Source: an optimization exercise on an open RTL-to-GDS flow (aim: small area, a short achievable clock period and few clock cycles per item). Production flows keep margins and buffers that such runs may drop.
The RTL was checked by simulation tests, not by an equivalence proof against the original design.
Power figures rest on the tool's default switching activity, not on a simulated workload.

==> flow/design.v <==
module note_tracker #(
  parameter int NUM_OCTAVES = 5,
  parameter int BIN_W       = 12,
  parameter int MAG_W       = 10,
  parameter int HOLD_FRAMES = 2,
  localparam int NOTES      = 12 * NUM_OCTAVES
) (
  input  logic             clk,
  input  logic             reset,
  input  logic [BIN_W-1:0] bin_addr,
  input  logic [MAG_W-1:0] bin_mag,
  input  logic             bin_we,
  input  logic             bin_last,
  input  logic [MAG_W-1:0] threshold,
  input  logic [MAG_W-1:0] hysteresis,
  input  logic             cfg_we,
  input  logic [5:0]       cfg_note,
  input  logic [BIN_W-1:0] cfg_bin,
  input  logic             cfg_en,
  output logic [3:0]       note,
  output logic [2:0]       octave,
  output logic             note_valid,
  output logic             result_strobe,
  output logic [NOTES-1:0] active_mask,
  output logic             busy,
  output logic             overrun
);
  logic reset_r;
  logic p1, pA, pB, pC;           
  logic accept, acc_last;
  assign accept   = bin_we && !busy && !result_strobe && !reset;
  assign acc_last = accept && bin_last;
  always_ff @(posedge clk) begin
    reset_r <= reset;
    if (reset) begin
      p1 <= 1'b0; pA <= 1'b0; pB <= 1'b0; pC <= 1'b0;
      busy          <= 1'b0;
      result_strobe <= 1'b0;
      overrun       <= 1'b0;
    end else begin
      p1 <= acc_last;
      pA <= p1;
      pB <= pA;
      pC <= pB;
      busy          <= acc_last || p1 || pA || pB;
      result_strobe <= pC;
      if (bin_we && (busy || result_strobe)) overrun <= 1'b1;
    end
  end
  logic             v;            
  logic [BIN_W-1:0] addr_r;
  logic [MAG_W-1:0] X;            
  logic [MAG_W-1:0] t_r, h_r;
  logic             cwe_r, cen_r;
  logic [5:0]       cnote_r;
  logic [BIN_W-1:0] cbin_r;
  logic [MAG_W-1:0] rel_lvl, t_p1;
  logic             t_max;
  assign rel_lvl = (t_r > h_r) ? t_r - h_r : '0;
  assign t_p1    = t_r + 1'b1;
  assign t_max   = &t_r;
  always_ff @(posedge clk) begin
    v       <= accept;
    addr_r  <= bin_addr;
    t_r     <= threshold;
    h_r     <= hysteresis;
    cwe_r   <= cfg_we && !reset && (cfg_note < 6'(NOTES));
    cnote_r <= cfg_note;
    cbin_r  <= cfg_bin;
    cen_r   <= cfg_en;
    if (reset || pC)  X <= '0;
    else if (accept)  X <= bin_mag;
    else if (p1)      X <= rel_lvl;
    else if (pA)      X <= t_p1;
  end
  logic             tbl_en  [NOTES];
  logic [BIN_W-1:0] tbl_bin [NOTES];
  logic [MAG_W-1:0] peak    [NOTES];
  logic [NOTES-1:0] c1;
  logic [NOTES-1:0] gt;
  logic             clr;
  assign clr = reset_r || result_strobe;
  always_comb
    for (int i = 0; i < NOTES; i++) gt[i] = X > peak[i];
  always_ff @(posedge clk) begin
    for (int i = 0; i < NOTES; i++) begin
      if (reset_r)
        tbl_en[i] <= 1'b0;
      else if (cwe_r && cnote_r == 6'(i))
        tbl_en[i] <= cen_r;
      if (cwe_r && cnote_r == 6'(i))
        tbl_bin[i] <= cbin_r;
      if (clr || (v && tbl_en[i] && tbl_bin[i] == addr_r && gt[i]))
        peak[i] <= X;
    end
  end
  always_ff @(posedge clk) begin
    for (int i = 0; i < NOTES; i++) begin
      logic gtt;
      gtt = !gt[i] && !t_max;
      if (reset_r)
        c1[i] <= 1'b0;
      else if (pA)
        c1[i] <= active_mask[i] ? gt[i] : (c1[i] && !gt[i]);
      else if (pB)
        c1[i] <= gtt ? (active_mask[i] || c1[i])
                     : (active_mask[i] && !c1[i]);
      else if (pC)
        c1[i] <= !active_mask[i] && gtt && !c1[i];
    end
    if (reset)
      active_mask <= '0;
    else if (pC)
      active_mask <= c1;
  end
  logic [4:0] grp_any;
  logic [3:0] grp_pc [NUM_OCTAVES];
  logic [3:0] enc_pc;
  logic [2:0] enc_oc;
  always_comb begin
    for (int g = 0; g < NUM_OCTAVES; g++) begin
      grp_any[g] = |c1[12*g +: 12];
      grp_pc[g]  = 4'd0;
      for (int k = 11; k >= 0; k--)
        if (c1[12*g + k]) grp_pc[g] = 4'(k + 1);
    end
    enc_pc = 4'd0;
    enc_oc = 3'd0;
    for (int g = NUM_OCTAVES - 1; g >= 0; g--)
      if (grp_any[g]) begin
        enc_pc = grp_pc[g];
        enc_oc = 3'(g + 1);
      end
  end
  always_ff @(posedge clk) begin
    if (reset) begin
      note       <= '0;
      octave     <= '0;
      note_valid <= 1'b0;
    end else if (pC) begin
      note       <= enc_pc;
      octave     <= enc_oc;
      note_valid <= |grp_any;
    end
  end
endmodule
==> flow/run.sh <==
#!/bin/bash
# synth_recipe.tcl (not shown) runs the flow's synth.tcl, then flattens the netlist and writes it again
# the make line also repeats each setting of config.mk as NAME=value (left out here)
make -C /OpenROAD-flow-scripts/flow DESIGN_CONFIG=/design/flow/config.mk WORK_HOME=/design/flow/orfs CLKGATE_MAP_FILE= SYNTH_SCRIPT=/design/flow/synth_recipe.tcl finish
==> flow/config.mk <==
export PLATFORM = sky130hd
export DESIGN_NAME = note_tracker
export DESIGN_NICKNAME = note_tracker
export VERILOG_FILES = /design/flow/design.v
export SDC_FILE = /design/flow/constraint.sdc
export NUM_CORES = 4
export LEC_CHECK = 0
export CAP_MARGIN = 20
export CORE_MARGIN = 2
export CORE_UTILIZATION = 40
export SLEW_MARGIN = 20
==> flow/constraint.sdc <==
create_clock -name core_clock -period 7.0 [get_ports {clk}]
set_input_delay 1.4000 -clock core_clock [delete_from_list [all_inputs] [get_ports {clk}]]
set_output_delay 1.4000 -clock core_clock [all_outputs]
set_load 0.01 [all_outputs]
==> impl_metrics.json <==
{
  "grt_max_degree": 79,
  "synth_top_area_share_pct": 51.40,
  "ys_seq_area_share_pct": 58.13,
  "htree_levels": 4,
  "via_count": 51240,
  "cp-end-kind": "flip-flop",
  "cts_tree": "built",
  "viasPerCell": 5.527,
  "fin_crit_sh_pct": 54.08,
  "finalMaxSlewViolations": 0,
  "powerDensity_mw_per_mm2": 265.3,
  "synth_area_leaders": "edfxtp_1 51%, ha_1 9.9%, dfxtp_1 6.7%",
  "antenna_found_initial": 12,
  "crit_type": "flip-flop to flip-flop",
  "p_leak_nw": 33.17,
  "die_x_um": 443.1,
  "ant_nets": 0,
  "first_pass_iters": 8,
  "layout_common_cells": "1320 x edfxtp_1, 696 x inv_1, 611 x ha_1, 441 x xnor2_1, 388 x a21oi_1",
  "status": "timing/DRC/antenna clean",
  "maxSlewHeadroom_pct": 16.89,
  "clkSlewWorstSetupHoldPaths_ns": 0.06,
  "wl_per_cell_um": 24.22,
  "hold_viol_final": 0,
  "fin_total_pwr_w": 0.02344,
  "clkLatencyLatePin_ns": 0.83,
  "syn_inst": 6396,
  "synthDistinctLibCells": 63,
  "yosysWarnings": 5,
  "max_slew.worst_pin.slew_ns": 1.235,
  "seqCellArea_mm2": 0.04494,
  "start_kind": "flip-flop",
  "dp.final_hpwl_um": 137100,
  "start_util_pct": 40.17,
  "grt_pass1_vias": 49590,
  "cts_hold_buf": 0,
  "ctsResizeCount": 0,
  "ys_seq_elements": 1579,
  "cp_data_arrival_time_ns": 4.22,
  "cts_num_sinks": 1579,
  "yosys.area.top_type": "edfxtp_1",
  "track_usage_pct": 22.50,
  "place_ws_ns": 3.124,
  "grt_pass1_wl_um": 328400,
  "io_pins": 137,
  "core_mm2": 0.1920,
  "period_minus_slack_ns": 3.786,
  "syn_area_per_cell_um2": 12.06,
  "die_h_um": 443.1,
  "cap_violations": 0,
  "wl_um": 224600,
  "mappedNetlistArea_mm2": 0.07711,
  "dp_cells": 8940,
  "fin_cells": 9272,
  "place_congestion": 0.8377,
  "setup_tns_ns": 0,
  "fillerInstances": 17000,
  "synth_async_sr_flop_share_pct": 0,
  "drtIter0Drc": 4626,
  "final.setup.worst_slack_ns": 3.214,
  "numPortBuffers": 136,
  "max_freq_mhz": 264.1,
  "cts_setup_buffers": 0,
  "multi_input_area_mm2": 0.02918,
  "final_common_cell": "edfxtp_1",
  "vdd_drop_max_mv": 0.2788,
  "setup_viol": 0,
  "area_growth_pct": 14.57,
  "overflow": 0,
  "drc": 0,
  "rsz0062_at_grt": "no",
  "cp_max_fo": 41,
  "reg2reg_slack_ns": 3.21,
  "hold_path.class": "flip-flop to flip-flop",
  "synthesis.nets": 7074,
  "die_area_mm2": 0.1963,
  "cp.required_ns": 7.43,
  "synth_top_flop_cell": "edfxtp_1",
  "final_layout_size_suffix_gt1_share_pct": 7.577,
  "cts.path.max_buffers": 3,
  "cts-buffers-inserted": 175,
  "fin_worst_skew_ns": 0.02856,
  "rows": 161,
  "root_buffer": "clkbuf_16",
  "final_nets": 7274,
  "synth_edf_count": 1320
}
logic make-up after synthesis:
logic type               synth area share [%]
flip-flops                              58.13
AND/OR/NAND/NOR                         8.704
AO/OA/AOI/OAI                           9.085
buffers and inverters                   4.649
XOR/XNOR                                8.325
adder cells (fa/ha/maj)                 9.940
multiplexers                            1.170
synth_stat cells (all sizes together) (23+ instances only):
cell type,instances
edfxtp,1320
inv,698
ha,611
xnor2,441
a21oi,389
nor2,311
xor2,292
nand2,279
dfxtp,259
o21ai,212
nand4,208
clkbuf,161
nand3,134
nor4,105
a21o,90
a31oi,86
buf,81
mux2i,80
o211ai,65
o31ai,55
nor2b,49
nor3,42
or3,41
nor3b,32
a211oi,26
nand2b,26
a311oi,23
metal layers:
layer / global-route usage (%) / vias to the layer above / routed length (µm)
met4: 6.436 / 0 / 5432
li1: - / 23660 / -
met3: 3.391 / 293 / 15310
met1: 31.42 / 25540 / 100500
met5: 0 / - / 0
met2: 36.27 / 1754 / 103300
power breakdown:
part / switching, W / internal [W]
Clock: 0.00387 / 0.00568
Combinational: 0.00186 / 0.00106
Sequential: 0.000321 / 0.0106
layout make-up:
class | instances | share of cell area (%)
Sequential cell | 1579 | 50.87
Multi-Input combinational cell | 3877 | 33.03
Clock buffer | 235 | 5.492
Tap cell | 2526 | 3.578
Inverter | 698 | 2.970
Timing Repair Buffer | 265 | 2.835
Clock inverter | 90 | 1.224
Antenna cell | 2 | 0.005665
per-stage QoR:
step                cell area [µm²]  hold WS [ns]  utilization, %
floorplan                     77110        0.4491               -
global placement              82090        0.4076           42.76
detailed placement            82200        0.4135           42.82
CTS                           88130        0.4276           45.91
global route                  88340        0.4501           46.02
finish                        88340        0.4254           46.02
worst max-delay path, stage by stage, from the launching register on:
cell	delay, ns
dfxtp_4	0.83
buf_4	0.47
ha_1	0.23
a21oi_1	0.07
o21ai_0	0.19
nand2b_1	0.13
o211ai_1	0.41
o31ai_2	1.04
state kept, by name (all words and copies together), names as in the netlist, 3 cells and up:
name and cells:
c1 60, peak 600, tbl_bin 720, X 10, octave 3, tbl_en 60
t_r 10, note 4, addr_r 12, active_mask 60, h_r 10, cnote_r 6
cbin_r 12
final timing paths:
path,cells past startpoint,end,startpoint
max,7,peak[2][9],X[7]
min,0,tbl_bin[39][10],cbin_r[10]
max reg2reg,7,peak[2][9],X[7]
min reg2reg,0,tbl_bin[39][10],cbin_r[10]
Testbench counts, summed over its fixed seeds: cycles 19,793, frames 320.

-- port drivers added, routing unchanged --
Ports are ideal in the flow. The routed layout listed here was re-timed in OpenROAD. Step 1 (the two cells are an assumption about what drives the block):
set clk [get_ports {clk}]
set_driving_cell -lib_cell sky130_fd_sc_hd__clkbuf_16 $clk
set_driving_cell -lib_cell sky130_fd_sc_hd__buf_2 [delete_from_list [all_inputs] $clk]
Step 2 adds t to the input delays and takes it off the output delays; t is the mean of the earliest and latest rising clock arrival at the registers after step 1. Input paths then give back, and output paths get back, about the clock's delay inside the block. Three values: ideal ports, drivers, drivers and shift; two values: the first two.
shift t [ns]: 0.894
slack for setup (ns): 3.214 / 3.214 / 3.214
worst register clock-pin slew, ns: 0.07 / 0.07
cell pins on the clock port's net: 1
After both steps this run still meets setup and hold. The setup slack of this run moves by 0.000 ns with the drivers and by 0.000 ns with both steps.
